Context: an optimization exercise on an open-source flow, tuned for small area, a short achievable clock period and few clock cycles per item. The choices shown serve that exercise and are no tape-out recipe. Power and IR drop assume default switching activity.

## rev 12
## inline_markup_style_parser_core
module inline_markup_style_parser_core (
	input  wire logic        clk,
	input  wire logic        arst_n,
	input  wire logic        items_valid,
	output logic             items_ready,
	input  wire logic [15:0] items_code,
	input  wire logic [1:0]  items_kind,
	output logic             results_valid,
	input  wire logic        results_ready,
	output logic [1:0]       results_event_res,
	output logic [15:0]      results_char_out,
	output logic             results_bold,
	output logic             results_italic,
	output logic             results_underline,
	output logic             results_strike,
	output logic             results_last
);
	localparam logic [3:0] PH_SKIP = 4'd12;
	localparam logic [3:0] PH_ERR  = 4'd13;
	localparam logic [2:0] P_NONE = 3'd0;
	localparam logic [2:0] P_BS   = 3'd1;
	localparam logic [2:0] P_LT   = 3'd2;
	localparam logic [2:0] P_TL   = 3'd3;
	localparam logic [2:0] P_ST1  = 3'd4;
	localparam logic [2:0] P_ST2  = 3'd5;
	localparam int SB = imsp_pkg::ST_BOLD;
	localparam int SI = imsp_pkg::ST_ITALIC;
	localparam int SU = imsp_pkg::ST_UNDER;
	localparam int SS = imsp_pkg::ST_STRIKE;
	logic        s_v, i_v;
	logic [15:0] s_code, i_code;
	logic        s_nc, i_nc;
	logic [1:0]  i_kind;
	logic [3:0]  ph_q;
	logic        body_q;
	logic        first_q, zero_q, cent_q, step_q;
	logic [2:0]  pend_q;
	logic [3:0]  sty_q;
	logic        o_v, o_last;
	logic [1:0]  o_ev;
	logic [15:0] o_ch;
	logic [3:0]  o_sty;
	logic acc, or_free, consume, i_free, rdy_q;
	assign items_ready = rdy_q;
	assign acc         = items_valid && rdy_q && (items_kind != 2'd3);
	assign or_free     = !o_v || results_ready;
	logic [15:0] u_code;
  ...
For scale: roughly 390 cells after synthesis, about 47 I/O pins, roughly 4000 um^2 of cells after synthesis.
clock: 11.0 ns
lec_check: 0
cap_margin: 20
core_margin: 2
core_utilization: 60
slew_margin: 20
standard.sh (not shown) runs the stock make flow with config.mk's settings and CLKGATE_MAP_FILE= SYNTH_SCRIPT=/design/flow/synth_recipe.tcl, a recipe that flattens the netlist after the stock synthesis.
==> flow/flow/run.sh <==
#!/bin/bash
# Standard synthesis, unchanged; then the standard ORFS layout steps with
# the settings below.
set -euo pipefail
bash standard.sh synth > synth.log 2>&1
bash standard.sh \
  BUFFER_PORTS_ARGS=-buffer_cell\ sky130_fd_sc_hd__buf_2 \
  SETUP_SLACK_MARGIN=7.9 \
  CTS_ARGS=-sink_clustering_enable\ -repair_clock_nets\ -dont_use_dummy_load \
  finish > layout.log 2>&1
Input changes introduced in rev 13 (baseline for comparison: rev 12):
--- a/flow/design.v
+++ b/flow/design.v
@@ -274,19 +274,15 @@
 	logic pre_para, pp_q, pp_last;
 	assign pre_para = adv && !step_q && in_body && k_eol && !zero_q
 		&& (pend_q != P_BS) && (pend_q != P_TL)
 		&& acc && (items_kind == imsp_pkg::KIND_CHAR || items_kind == imsp_pkg::KIND_EOL);
 	assign pp_last  = (items_kind == imsp_pkg::KIND_EOL)
 		|| (items_code == imsp_pkg::CH_BSLASH) || (items_code == imsp_pkg::CH_STAR)
 		|| (items_code == imsp_pkg::CH_UNDER) || (items_code == imsp_pkg::CH_TILDE);
-	logic plain;
-	assign plain = !(is_bs || (is_lt && cent_q) || is_st || is_ul || is_tl);
-	assign two   = in_body && k_char && (
-		(zero_q && !first_q && !pp_q && (is_gt || plain))
-		|| ((pend_q == P_TL || pend_q == P_LT) && plain));
+	assign two     = has_a && b_v;
 	assign adv     = i_v && or_free;
 	assign consume = adv && (step_q || !two);
 	assign i_free  = !i_v || consume;
 	logic        e_v, e_last, e_a;
 	logic [1:0]  e_ev;
 	logic [15:0] e_ch;
 	logic [3:0]  e_sty;
Results
- In rev 13 the portion of total power attributed to combinational logic turned out 5.3 points higher than in rev 12.
- In the metrics for rev 12 and rev 13, the one carrying the lower non-clock buffer contribution to total cell area is rev 12.
- Compare rev 12 and rev 13 | shortest clock period the worst path allows after layout higher: rev 12
- Switching part of the total power, rev 12 and rev 13: lower on rev 12
- Looking only at relative contribution of the clock network to total power, and setting everything else aside, the lower value of rev 12 and rev 13 goes to rev 13.
- The switching power of the nets in rev 12 is 0.75 times that in rev 13.
- Rev 13 vs rev 12 — first-iteration DRC count rose about 17%.
- In the metrics for rev 12 and rev 13, the one carrying the lower number of cells on the worst reg-to-reg path is rev 12.
- Compared with rev 12, rev 13 shows a HPWL after detailed placement that is about 4.5% higher.
- Sort rev 12 and rev 13 by slack of the critical path, descending, and rev 13 comes first.
- Wire: rev 13 routes more than rev 12
- Looking at layout overhead on the synthesized area across rev 12 and rev 13, the one that comes out lower is rev 12.
- [compare] base=rev 12 new=rev 13: post-synthesis adder-cell area fraction barely changed, number of different library cells in the post-synthesis netlist picked up an extra about 4%.
No run of this note included a check of the RTL's function; only the layout flow was run.

========
Another version of the RTL of inline_markup_style_parser_core (not shown whole).
Size in the first run: about 47 I/O pins, roughly 3900 um2 of cells after synthesis.
==> flow/config.mk <==
export PLATFORM = sky130hd
export DESIGN_NAME = inline_markup_style_parser_core
export DESIGN_NICKNAME = inline_markup_style_parser_core
export VERILOG_FILES = /design/flow/design.v
export SDC_FILE = /design/flow/constraint.sdc
export NUM_CORES = 4
export LEC_CHECK = 0
export CAP_MARGIN = 20
export CORE_MARGIN = 2
export CORE_UTILIZATION = 60
export SLEW_MARGIN = 20
==> flow/constraint.sdc <==
create_clock -name core_clock -period 11.0 [get_ports {clk}]
set_input_delay 2.2000 -clock core_clock [delete_from_list [all_inputs] [get_ports {clk}]]
set_output_delay 2.2000 -clock core_clock [all_outputs]
set_load 0.01 [all_outputs]
Scripts as last shown in full above: flow/flow/run.sh
Edit:
--- a/flow/design.v
+++ b/flow/design.v
@@ -57,39 +57,35 @@
 	output logic             results_underline,
 	output logic             results_strike,
 	output logic             results_last
 );
 	localparam logic [3:0] PH_SKIP = 4'd12;
 	localparam logic [3:0] PH_ERR  = 4'd13;
 	localparam logic [2:0] P_NONE = 3'd0;
 	localparam logic [2:0] P_BS   = 3'd1;
 	localparam logic [2:0] P_LT   = 3'd2;
 	localparam logic [2:0] P_TL   = 3'd3;
 	localparam logic [2:0] P_ST1  = 3'd4;
 	localparam logic [2:0] P_ST2  = 3'd5;
-	localparam logic [2:0] P_Z1   = 3'd6;
-	localparam logic [2:0] P_Z0   = 3'd7;
 	localparam int SB = imsp_pkg::ST_BOLD;
 	localparam int SI = imsp_pkg::ST_ITALIC;
 	localparam int SU = imsp_pkg::ST_UNDER;
 	localparam int SS = imsp_pkg::ST_STRIKE;
 	logic        s_v, i_v;
 	logic [15:0] s_code, i_code;
 	logic        s_nc, i_nc;
 	logic [1:0]  i_kind;
 	logic [3:0]  ph_q;
 	logic        body_q;
 	logic        first_q, zero_q, cent_q, step_q;
-	assign zero_q  = pend_q[2] && pend_q[1];
-	assign first_q = zero_q && !pend_q[0];
 	logic [2:0]  pend_q;
 	logic [3:0]  sty_q;
 	logic        o_v, o_last;
 	logic [1:0]  o_ev;
 	logic [15:0] o_ch;
 	logic [3:0]  o_sty;
 	logic acc, or_free, consume, i_free, rdy_q;
 	assign items_ready = rdy_q;
 	assign acc         = items_valid && rdy_q && (items_kind != 2'd3);
 	assign or_free     = !o_v || results_ready;
 	logic [15:0] u_code;
 	logic        u_nc;
@@ -123,25 +119,25 @@
 			4'd0, 4'd8: hdr_ok = c_sl;
 			4'd1, 4'd7: hdr_ok = is_st;
 			4'd2:       hdr_ok = c_m;
 			4'd3, 4'd5: hdr_ok = c_t;
 			4'd4:       hdr_ok = c_x;
 			4'd6:       hdr_ok = c_1;
 			default:    hdr_ok = 1'b0;
 		endcase
 	end
 	logic        a_para, a_tl, a_lt, has_a, two;
 	logic [3:0]  n_ph;
 	logic        n_body;
-	logic        n_cent;
+	logic        n_first, n_zero, n_cent;
 	logic [2:0]  n_pend;
 	logic [3:0]  n_sty;
 	assign a_para = in_body && zero_q && !first_q && (k_eol || k_char) && !pp_q;
 	assign a_tl   = in_body && k_char && (pend_q == P_TL) && !is_tl;
 	assign a_lt   = in_body && k_char && (pend_q == P_LT);
 	assign has_a  = a_para || a_tl || a_lt;
 	logic res_ch, go;
 	logic p_bs, p_lt, p_tl, p_st1, p_st2;
 	logic [2:0] xr_pend;
 	assign p_bs  = (pend_q == P_BS);
 	assign p_lt  = (pend_q == P_LT);
 	assign p_tl  = (pend_q == P_TL);
@@ -159,33 +155,31 @@
 	always_comb begin
 		n_body = body_q;
 		n_ph   = ph_q;
 		if (k_eof) begin
 			n_body = 1'b0;
 			n_ph   = 4'd0;
 		end else if (in_skip && k_eol) begin
 			n_body = 1'b1;
 		end else if (in_hdr) begin
 			if (k_eol || !hdr_ok) n_ph = PH_ERR;
 			else                  n_ph = (ph_q == 4'd8) ? PH_SKIP : ph_q + 4'd1;
 		end
+		n_first = k_eof || (first_q && !in_body);
+		n_zero  = k_eof || (in_body ? k_eol : zero_q);
 		n_cent  = in_body && k_char && (cent_q || (zero_q && is_gt));
-		if (k_eof)
-			n_pend = P_Z1;
-		else if (!in_body)
-			n_pend = pend_q;
-		else if (k_eol)
-			n_pend = P_Z0;
-		else if (!res_ch)
+		if (!in_body || !k_char)
 			n_pend = P_NONE;
+		else if (!res_ch)
+			n_pend = pend_q;
 		else if (p_st1 && is_st)
 			n_pend = P_ST2;
 		else if (go)
 			n_pend = xr_pend;
 		else
 			n_pend = P_NONE;
 		if (!in_body || !k_char)
 			n_sty = 4'h0;
 		else if (!res_ch)
 			n_sty = sty_q;
 		else begin
 			n_sty = sty_q;
@@ -240,43 +234,47 @@
 		| ({16{c_lt}} & imsp_pkg::CH_LT) | ({16{c_bs}} & imsp_pkg::CH_BSLASH);
 	assign e_sty  = (sel_code || c_tl || c_lt || c_bs) ? (sty_q ^ (x_emit ? tog : 4'h0)) : 4'h0;
 	always_ff @(posedge clk or negedge arst_n) begin
 		if (!arst_n) begin
 			s_v     <= 1'b0;
 			rdy_q   <= 1'b0;
 			i_v     <= 1'b0;
 			o_v     <= 1'b0;
 			pp_q    <= 1'b0;
 			step_q  <= 1'b0;
 			ph_q    <= 4'd0;
 			body_q  <= 1'b0;
+			first_q <= 1'b1;
+			zero_q  <= 1'b1;
 			cent_q  <= 1'b0;
-			pend_q  <= P_Z1;
+			pend_q  <= P_NONE;
 			sty_q   <= '0;
 		end else begin
 			s_v   <= !i_free && (s_v || acc);
 			rdy_q <= !(!i_free && (s_v || acc));
 			if (i_free) begin
 				i_v  <= s_v || acc;
 				pp_q <= pre_para;
 			end
 			if (or_free) begin
 				o_v <= e_v || pre_para;
 			end
 			if (adv) begin
 				step_q <= two && !step_q;
 			end
 			if (adv && !step_q) begin
 				ph_q    <= n_ph;
 				body_q  <= n_body;
+				first_q <= n_first;
+				zero_q  <= n_zero;
 				cent_q  <= n_cent;
 				pend_q  <= n_pend;
 				sty_q   <= n_sty;
 			end
 		end
 	end
 	always_ff @(posedge clk) begin
 		if (!s_v) begin
 			s_code <= u_code;
 			s_nc   <= u_nc;
 		end
 		if (i_free) begin
Effect: The changed run finished with timing, DRC and antenna clean. First-iteration DRC count went down by about 2%. Clock-buffer cell count is unchanged. Setup slack improved by 0.020 ns. Via count went down by about 5%. Clock power hardly moves. Power went up by 27%. Design area went down by 1.8%. Routed wire length went down by about 2.5%. Final cell count went down by 3.4%. Worst hold slack hardly moves.
No run of this note included a check of the RTL's function; only the layout flow was run.

-- re-timing with driven ports --
Ports are ideal in the flow. The routed layouts listed here were re-timed in OpenROAD.
Step 1, drivers: a clkbuf_16 drives clk and a buf_2 each remaining input, both assumed.
Step 2 adds t to the input delays and takes it off the output delays; t is the mean of the earliest and latest rising clock arrival at the registers after step 1. Input paths then give back, and output paths get back, about the clock's delay inside the block.
Slacks: ideal ports / drivers / drivers and shift; pairs: ideal ports / drivers.
run	shift t [ns]	slack for setup (ns)	hold slack, ns	worst data-port slew with drivers (ns)
rev 12	0.373	7.720 / 7.721 / 7.348	0.473 / 0.473 / 0.473	0.04
rev 13	0.380	7.884 / 7.874 / 7.503	0.470 / 0.470 / 0.470	0.04
the first run of note 2	0.360	7.892 / 7.882 / 7.521	0.475 / 0.475 / 0.475	0.04
the second run of note 2	0.363	7.912 / 7.892 / 7.532	0.473 / 0.473 / 0.473	0.06
After both steps every run listed still meets setup and hold. For rev 13, which loses most, drivers alone change the setup slack by -0.010 ns; drivers and shift together by -0.381 ns.
